From an optimization exercise on the open Yosys and OpenROAD flow, aimed at small area, a short achievable clock period and few clock cycles per item; shortcuts taken in it are not production practice. At most, simulation tests tie the RTL to the original design; equivalence was not proved.

==> run a: inputs <==
## line_follow_pid_drive
module line_follow_pid_drive (
    input  logic                                  aclk,
    input  logic                                  aresetn,
    input  logic                                  cfg_wr_en,
    input  logic [lfpd_pkg::CFG_IDX_W-1:0]        cfg_index,
    input  logic [lfpd_pkg::GAIN_W-1:0]           cfg_wdata,
    input  logic                                  s_valid,
    output logic                                  s_ready,
    input  logic [lfpd_pkg::SENSOR_W-1:0]         s_sensor_bits,
    output logic                                  m_valid,
    input  logic                                  m_ready,
    output logic signed [lfpd_pkg::DUTY_W-1:0]    m_left_duty,
    output logic signed [lfpd_pkg::DUTY_W-1:0]    m_right_duty,
    output logic                                  m_left_reverse,
    output logic                                  m_right_reverse,
    output logic                                  m_line_lost,
    output logic signed [lfpd_pkg::POS_W-1:0]     m_line_position
);
clock: 12.0 ns
lec_check: 0
cap_margin: 20
core_margin: 2
core_utilization: 40
setup_slack_margin: 3
slew_margin: 20
standard.sh (not shown) runs the stock make flow with config.mk's settings and CLKGATE_MAP_FILE= SYNTH_SCRIPT=/design/flow/synth_recipe.tcl, a recipe that flattens the netlist after the stock synthesis.
==> flow/flow/run.sh <==
#!/bin/bash
# Standard layout with one netlist step added after synthesis: flow/invopt.py
# removes inverters around the full adders of the synthesized netlist (a full
# adder is self-dual, so complementing all of its inputs complements its
# outputs). Registers and every other cell are left as synthesis made them.
set -euo pipefail
R=orfs/results/${FLOW_PLATFORM}/line_follow_pid_drive/base
bash standard.sh synth > synth.log 2>&1
cp "$R/1_2_yosys.v" "$R/1_2_yosys.std.v"
python3 flow/invopt.py "$R/1_2_yosys.std.v" "$R/1_2_yosys.v" > invopt.log 2>&1
rm -f "$R/1_synth.odb" "$R/1_synth.sdc"
bash standard.sh > layout.log 2>&1
Other scripts of this flow, unchanged in this note and not shown: flow/flow/invopt.py
==> run b (differences from run a) <==
--- a/flow/config.mk
+++ b/flow/config.mk
@@ -10,3 +10,2 @@
 export CORE_UTILIZATION = 40
-export SETUP_SLACK_MARGIN = 3
 export SLEW_MARGIN = 20
==> run c (differences from run a) <==
--- a/flow/config.mk
+++ b/flow/config.mk
@@ -10,3 +10,3 @@
 export CORE_UTILIZATION = 40
-export SETUP_SLACK_MARGIN = 3
+export SETUP_SLACK_MARGIN = 1.5
 export SLEW_MARGIN = 20
==> impl_metrics.json <==
{
  "grt_pass1_vias": 16896,
  "dr.pass1.iters": 6,
  "status": "finished clean",
  "grt_setup_unrepaired": "false",
  "via_per_inst": 5.50,
  "n_fill_cell": 5026,
  "vias": 16897,
  "worstReg2RegStart": "cfg_reg[30]"
}
the above is filed under run b

==> impl_metrics.json <==
{
  "grt_setup_unrepaired": "true",
  "path_delay_family": "adder cells",
  "dr.pass1.iters": 5,
  "status": "finished clean",
  "grt_pass1_vias": 18233,
  "n_fill_cell": 4812,
  "drive_gt1_share_pct": 16.6,
  "worstReg2RegStart": "u_back.r1_pos[2]",
  "via_per_inst": 5.56,
  "num_io_pins": 53
}
the above is filed under run a

==> impl_metrics.json <==
{
  "status": "finished clean",
  "grt_pass1_vias": 16954,
  "n_fill_cell": 4994,
  "grt_setup_unrepaired": "true",
  "dr.pass1.iters": 5,
  "synth.avg_cell_area_um2": 8.82,
  "via_per_inst": 5.50,
  "worstReg2RegStart": "cfg_reg[27]",
  "vias": 17062
}
the above is filed under run c

Testbench counts of run a, summed over its fixed seeds: cycles 1,936, items 1,920.
Testbench counts of run b, summed over its fixed seeds: cycles 1,936, items 1,920.
Testbench counts of run c, summed over its fixed seeds: cycles 1,936, items 1,920.

========
==> inputs of delta <==
line_follow_pid_drive, a different RTL version from the one above (not shown whole).
==> flow/config.mk <==
export PLATFORM = sky130hd
export DESIGN_NAME = line_follow_pid_drive
export DESIGN_NICKNAME = line_follow_pid_drive
export VERILOG_FILES = /design/flow/design.v
export SDC_FILE = /design/flow/constraint.sdc
export NUM_CORES = 4
export LEC_CHECK = 0
export CAP_MARGIN = 20
export CORE_MARGIN = 2
export CORE_UTILIZATION = 40
export SETUP_SLACK_MARGIN = 3
export SLEW_MARGIN = 20
==> flow/constraint.sdc <==
create_clock -name core_clock -period 12.0 [get_ports {aclk}]
set_input_delay 2.4000 -clock core_clock [delete_from_list [all_inputs] [get_ports {aclk}]]
set_output_delay 2.4000 -clock core_clock [all_outputs]
set_load 0.01 [all_outputs]
Scripts as last shown in full above: flow/flow/run.sh
Other scripts of this flow, unchanged in this note and not shown: flow/flow/invopt.py
==> xenon (differences from delta) <==
--- a/flow/design.v
+++ b/flow/design.v
@@ -142,17 +142,17 @@
         input logic [8:0]  hi,
         input logic        lo_above_hi
     );
         logic lt, gt;
         lt = v[15] || ((v[14:8] == 7'd0) && (v[7:0] < lo));
         gt = !v[15] && ((v[14:9] != 6'd0) || (v[8:0] > hi));
         if (lo_above_hi || gt)  clamp_duty = {1'b0, hi};
         else if (lt)            clamp_duty = {2'b00, lo};
-        else                    clamp_duty = {1'b0, v[8:0]};   
+        else                    clamp_duty = v[9:0];
     endfunction
     function automatic logic [2:0] tbl_p(input logic [3:0] r, input logic [2:0] m);
         case ({r, m})
             7'd21: tbl_p = 3'd1;
             7'd22: tbl_p = 3'd1;
             7'd23: tbl_p = 3'd1;
             7'd28: tbl_p = 3'd1;
             7'd29: tbl_p = 3'd1;
@@ -1807,36 +1807,41 @@
     output logic signed [lfpd_pkg::DUTY_W-1:0]    m_left_duty,
     output logic signed [lfpd_pkg::DUTY_W-1:0]    m_right_duty,
     output logic                                  m_left_reverse,
     output logic                                  m_right_reverse,
     output logic                                  m_line_lost,
     output logic signed [lfpd_pkg::POS_W-1:0]     m_line_position
 );
     lfpd_pkg::cfg_t  cfg_reg;
+    logic [lfpd_pkg::GAIN_W-1:0] ki_front_reg;
     logic [4:0]      wdata_q;
     logic [3:0]      wdata_r;
     assign wdata_q = 5'(cfg_wdata / 8'd10);
     assign wdata_r = 4'(cfg_wdata % 8'd10);
     always_ff @(posedge aclk) begin
         if (!aresetn) begin
             cfg_reg.kp_q        <= 5'd1;
             cfg_reg.kp_r        <= 4'd0;
             cfg_reg.ki_gain     <= lfpd_pkg::KI_RESET;
+            ki_front_reg        <= lfpd_pkg::KI_RESET;
             cfg_reg.kd_q        <= 5'd0;
             cfg_reg.kd_r        <= 4'd5;
             cfg_reg.top_speed   <= lfpd_pkg::MAX_RESET;
             cfg_reg.floor_speed <= lfpd_pkg::MIN_RESET;
         end else if (cfg_wr_en) begin
             unique case (cfg_index)
                 lfpd_pkg::REG_KP_GAIN: begin
                     cfg_reg.kp_q <= wdata_q;
                     cfg_reg.kp_r <= wdata_r;
                 end
-                lfpd_pkg::REG_KI_GAIN:     cfg_reg.ki_gain     <= cfg_wdata;
+                lfpd_pkg::REG_KI_GAIN: begin
+                    cfg_reg.ki_gain <= cfg_wdata;
+                    ki_front_reg    <= cfg_wdata;
+                end
                 lfpd_pkg::REG_KD_GAIN: begin
                     cfg_reg.kd_q <= wdata_q;
                     cfg_reg.kd_r <= wdata_r;
                 end
                 lfpd_pkg::REG_TOP_SPEED:   cfg_reg.top_speed   <= cfg_wdata;
                 lfpd_pkg::REG_FLOOR_SPEED: cfg_reg.floor_speed <= cfg_wdata;
                 default:         cfg_reg             <= cfg_reg;
             endcase
@@ -1849,17 +1854,17 @@
     logic [lfpd_pkg::POS_W-1:0]  f_position;
     logic [lfpd_pkg::POS_W:0]    f_dpos;
     logic [11:0]                 f_ki_term;
     lfpd_front u_front (
         .aclk          (aclk),
         .aresetn       (aresetn),
         .accept        (s_valid && en),
         .s_sensor_bits (s_sensor_bits),
-        .ki_gain       (cfg_reg.ki_gain),
+        .ki_gain       (ki_front_reg),
         .lost          (f_lost),
         .position      (f_position),
         .dpos          (f_dpos),
         .ki_term       (f_ki_term),
         .left_rev      (f_lrev),
         .right_rev     (f_rrev)
     );
     lfpd_back u_back (
==> flow/config.mk (replaced) <==
export PLATFORM = sky130hd
export DESIGN_NAME = line_follow_pid_drive
export DESIGN_NICKNAME = line_follow_pid_drive
export VERILOG_FILES = /design/flow/design.v
export SDC_FILE = /design/flow/constraint.sdc
export NUM_CORES = 4
export LEC_CHECK = 0
export ABC_AREA = 1
export CAP_MARGIN = 20
export CORE_MARGIN = 2
export CORE_UTILIZATION = 40
export SETUP_SLACK_MARGIN = 3
export SLEW_MARGIN = 20
==> amber (differences from delta) <==
--- a/flow/design.v
+++ b/flow/design.v
@@ -142,17 +142,17 @@
         input logic [8:0]  hi,
         input logic        lo_above_hi
     );
         logic lt, gt;
         lt = v[15] || ((v[14:8] == 7'd0) && (v[7:0] < lo));
         gt = !v[15] && ((v[14:9] != 6'd0) || (v[8:0] > hi));
         if (lo_above_hi || gt)  clamp_duty = {1'b0, hi};
         else if (lt)            clamp_duty = {2'b00, lo};
-        else                    clamp_duty = {1'b0, v[8:0]};   
+        else                    clamp_duty = v[9:0];
     endfunction
     function automatic logic [2:0] tbl_p(input logic [3:0] r, input logic [2:0] m);
         case ({r, m})
             7'd21: tbl_p = 3'd1;
             7'd22: tbl_p = 3'd1;
             7'd23: tbl_p = 3'd1;
             7'd28: tbl_p = 3'd1;
             7'd29: tbl_p = 3'd1;
@@ -1807,36 +1807,41 @@
     output logic signed [lfpd_pkg::DUTY_W-1:0]    m_left_duty,
     output logic signed [lfpd_pkg::DUTY_W-1:0]    m_right_duty,
     output logic                                  m_left_reverse,
     output logic                                  m_right_reverse,
     output logic                                  m_line_lost,
     output logic signed [lfpd_pkg::POS_W-1:0]     m_line_position
 );
     lfpd_pkg::cfg_t  cfg_reg;
+    logic [lfpd_pkg::GAIN_W-1:0] ki_front_reg;
     logic [4:0]      wdata_q;
     logic [3:0]      wdata_r;
     assign wdata_q = 5'(cfg_wdata / 8'd10);
     assign wdata_r = 4'(cfg_wdata % 8'd10);
     always_ff @(posedge aclk) begin
         if (!aresetn) begin
             cfg_reg.kp_q        <= 5'd1;
             cfg_reg.kp_r        <= 4'd0;
             cfg_reg.ki_gain     <= lfpd_pkg::KI_RESET;
+            ki_front_reg        <= lfpd_pkg::KI_RESET;
             cfg_reg.kd_q        <= 5'd0;
             cfg_reg.kd_r        <= 4'd5;
             cfg_reg.top_speed   <= lfpd_pkg::MAX_RESET;
             cfg_reg.floor_speed <= lfpd_pkg::MIN_RESET;
         end else if (cfg_wr_en) begin
             unique case (cfg_index)
                 lfpd_pkg::REG_KP_GAIN: begin
                     cfg_reg.kp_q <= wdata_q;
                     cfg_reg.kp_r <= wdata_r;
                 end
-                lfpd_pkg::REG_KI_GAIN:     cfg_reg.ki_gain     <= cfg_wdata;
+                lfpd_pkg::REG_KI_GAIN: begin
+                    cfg_reg.ki_gain <= cfg_wdata;
+                    ki_front_reg    <= cfg_wdata;
+                end
                 lfpd_pkg::REG_KD_GAIN: begin
                     cfg_reg.kd_q <= wdata_q;
                     cfg_reg.kd_r <= wdata_r;
                 end
                 lfpd_pkg::REG_TOP_SPEED:   cfg_reg.top_speed   <= cfg_wdata;
                 lfpd_pkg::REG_FLOOR_SPEED: cfg_reg.floor_speed <= cfg_wdata;
                 default:         cfg_reg             <= cfg_reg;
             endcase
@@ -1849,17 +1854,17 @@
     logic [lfpd_pkg::POS_W-1:0]  f_position;
     logic [lfpd_pkg::POS_W:0]    f_dpos;
     logic [11:0]                 f_ki_term;
     lfpd_front u_front (
         .aclk          (aclk),
         .aresetn       (aresetn),
         .accept        (s_valid && en),
         .s_sensor_bits (s_sensor_bits),
-        .ki_gain       (cfg_reg.ki_gain),
+        .ki_gain       (ki_front_reg),
         .lost          (f_lost),
         .position      (f_position),
         .dpos          (f_dpos),
         .ki_term       (f_ki_term),
         .left_rev      (f_lrev),
         .right_rev     (f_rrev)
     );
     lfpd_back u_back (
==> flow/config.mk (replaced) <==
export PLATFORM = sky130hd
export DESIGN_NAME = line_follow_pid_drive
export DESIGN_NICKNAME = line_follow_pid_drive
export VERILOG_FILES = /design/flow/design.v
export SDC_FILE = /design/flow/constraint.sdc
export NUM_CORES = 4
export LEC_CHECK = 0
export CAP_MARGIN = 20
export CORE_MARGIN = 2
export CORE_UTILIZATION = 70
export SETUP_SLACK_MARGIN = 3
export SLEW_MARGIN = 20
==> summary.txt <==
Status: delta finished clean; amber finished clean; xenon finished clean
Number of buffers inserted by port buffering: delta 51; amber 52; xenon 52
Placed instance count: delta 3,164; amber 2,822; xenon 3,688
Placeable Area: delta 55,200 um^2; amber 31,640 um^2; xenon 57,370 um^2
Met1 Use GR: delta 26.81%; amber 45.88%; xenon 29.00%
Worst slew margin: delta 28.72%; amber 27.84%; xenon 28.67%
Worst-case setup slack after placement: delta 1803 ps; amber 1946 ps; xenon 2098 ps
Die Y-Extent: delta 240.7 um; amber 183.6 um; xenon 244.3 um
R2R setup slack: delta 3060 ps; amber 3010 ps; xenon 3220 ps
Worst Setup Slack, final: delta 3055 ps; amber 3008 ps; xenon 3224 ps
Total setup buffers inserted after CTS: delta 39; amber 29; xenon 12
Area of combinational cells with multiple inputs: delta 18,220 um^2; amber 18,380 um^2; xenon 17,930 um^2
Commonest non-fill, non-tap cell in the layout: delta ha_1; amber ha_1; xenon nand2_1
Testbench counts of xenon, summed over its fixed seeds: cycles 1,944, items 1,920.
Testbench counts of amber, summed over its fixed seeds: cycles 1,944, items 1,920.
For delta, only the layout was checked, not whether the RTL still works.

## afterwards: timing with drivers on the ports
The results above use ideal ports. As a check the final layouts listed here were re-extracted and re-timed, cells and wires unchanged.
Step 1 sets driving cells, clkbuf_16 on the clock port and buf_2 on the other inputs (assumed; they add their load-dependent delay and slew).
Step 2 also shifts input and output timing later by t, the mid clock arrival at the registers, as if the neighbouring blocks saw the same clock.
Slacks: ideal ports / drivers / drivers and shift; pairs: ideal ports / drivers.
run	t, ns	setup slack, ns	worst setup path after step 2	worst slew at a driven data input, ns	pins driven straight from the clock port
run a	0.408	2.072 / 2.024 / 2.432	register to output	0.05	1
run b	0.411	0.573 / 0.525 / 0.936	register to output	0.04	1
run c	0.411	1.715 / 1.667 / 2.015	register to register	0.04	1
delta	0.491	3.055 / 3.055 / 3.055	register to register	0.04	1
xenon	0.496	3.224 / 3.224 / 3.072	input to register	0.04	1
amber	0.467	3.008 / 3.008 / 3.008	register to register	0.07	1
After both steps setup and hold are still met in every run listed. The setup slack of xenon, which loses most, moves by 0.000 ns with the drivers and by -0.152 ns with both steps.
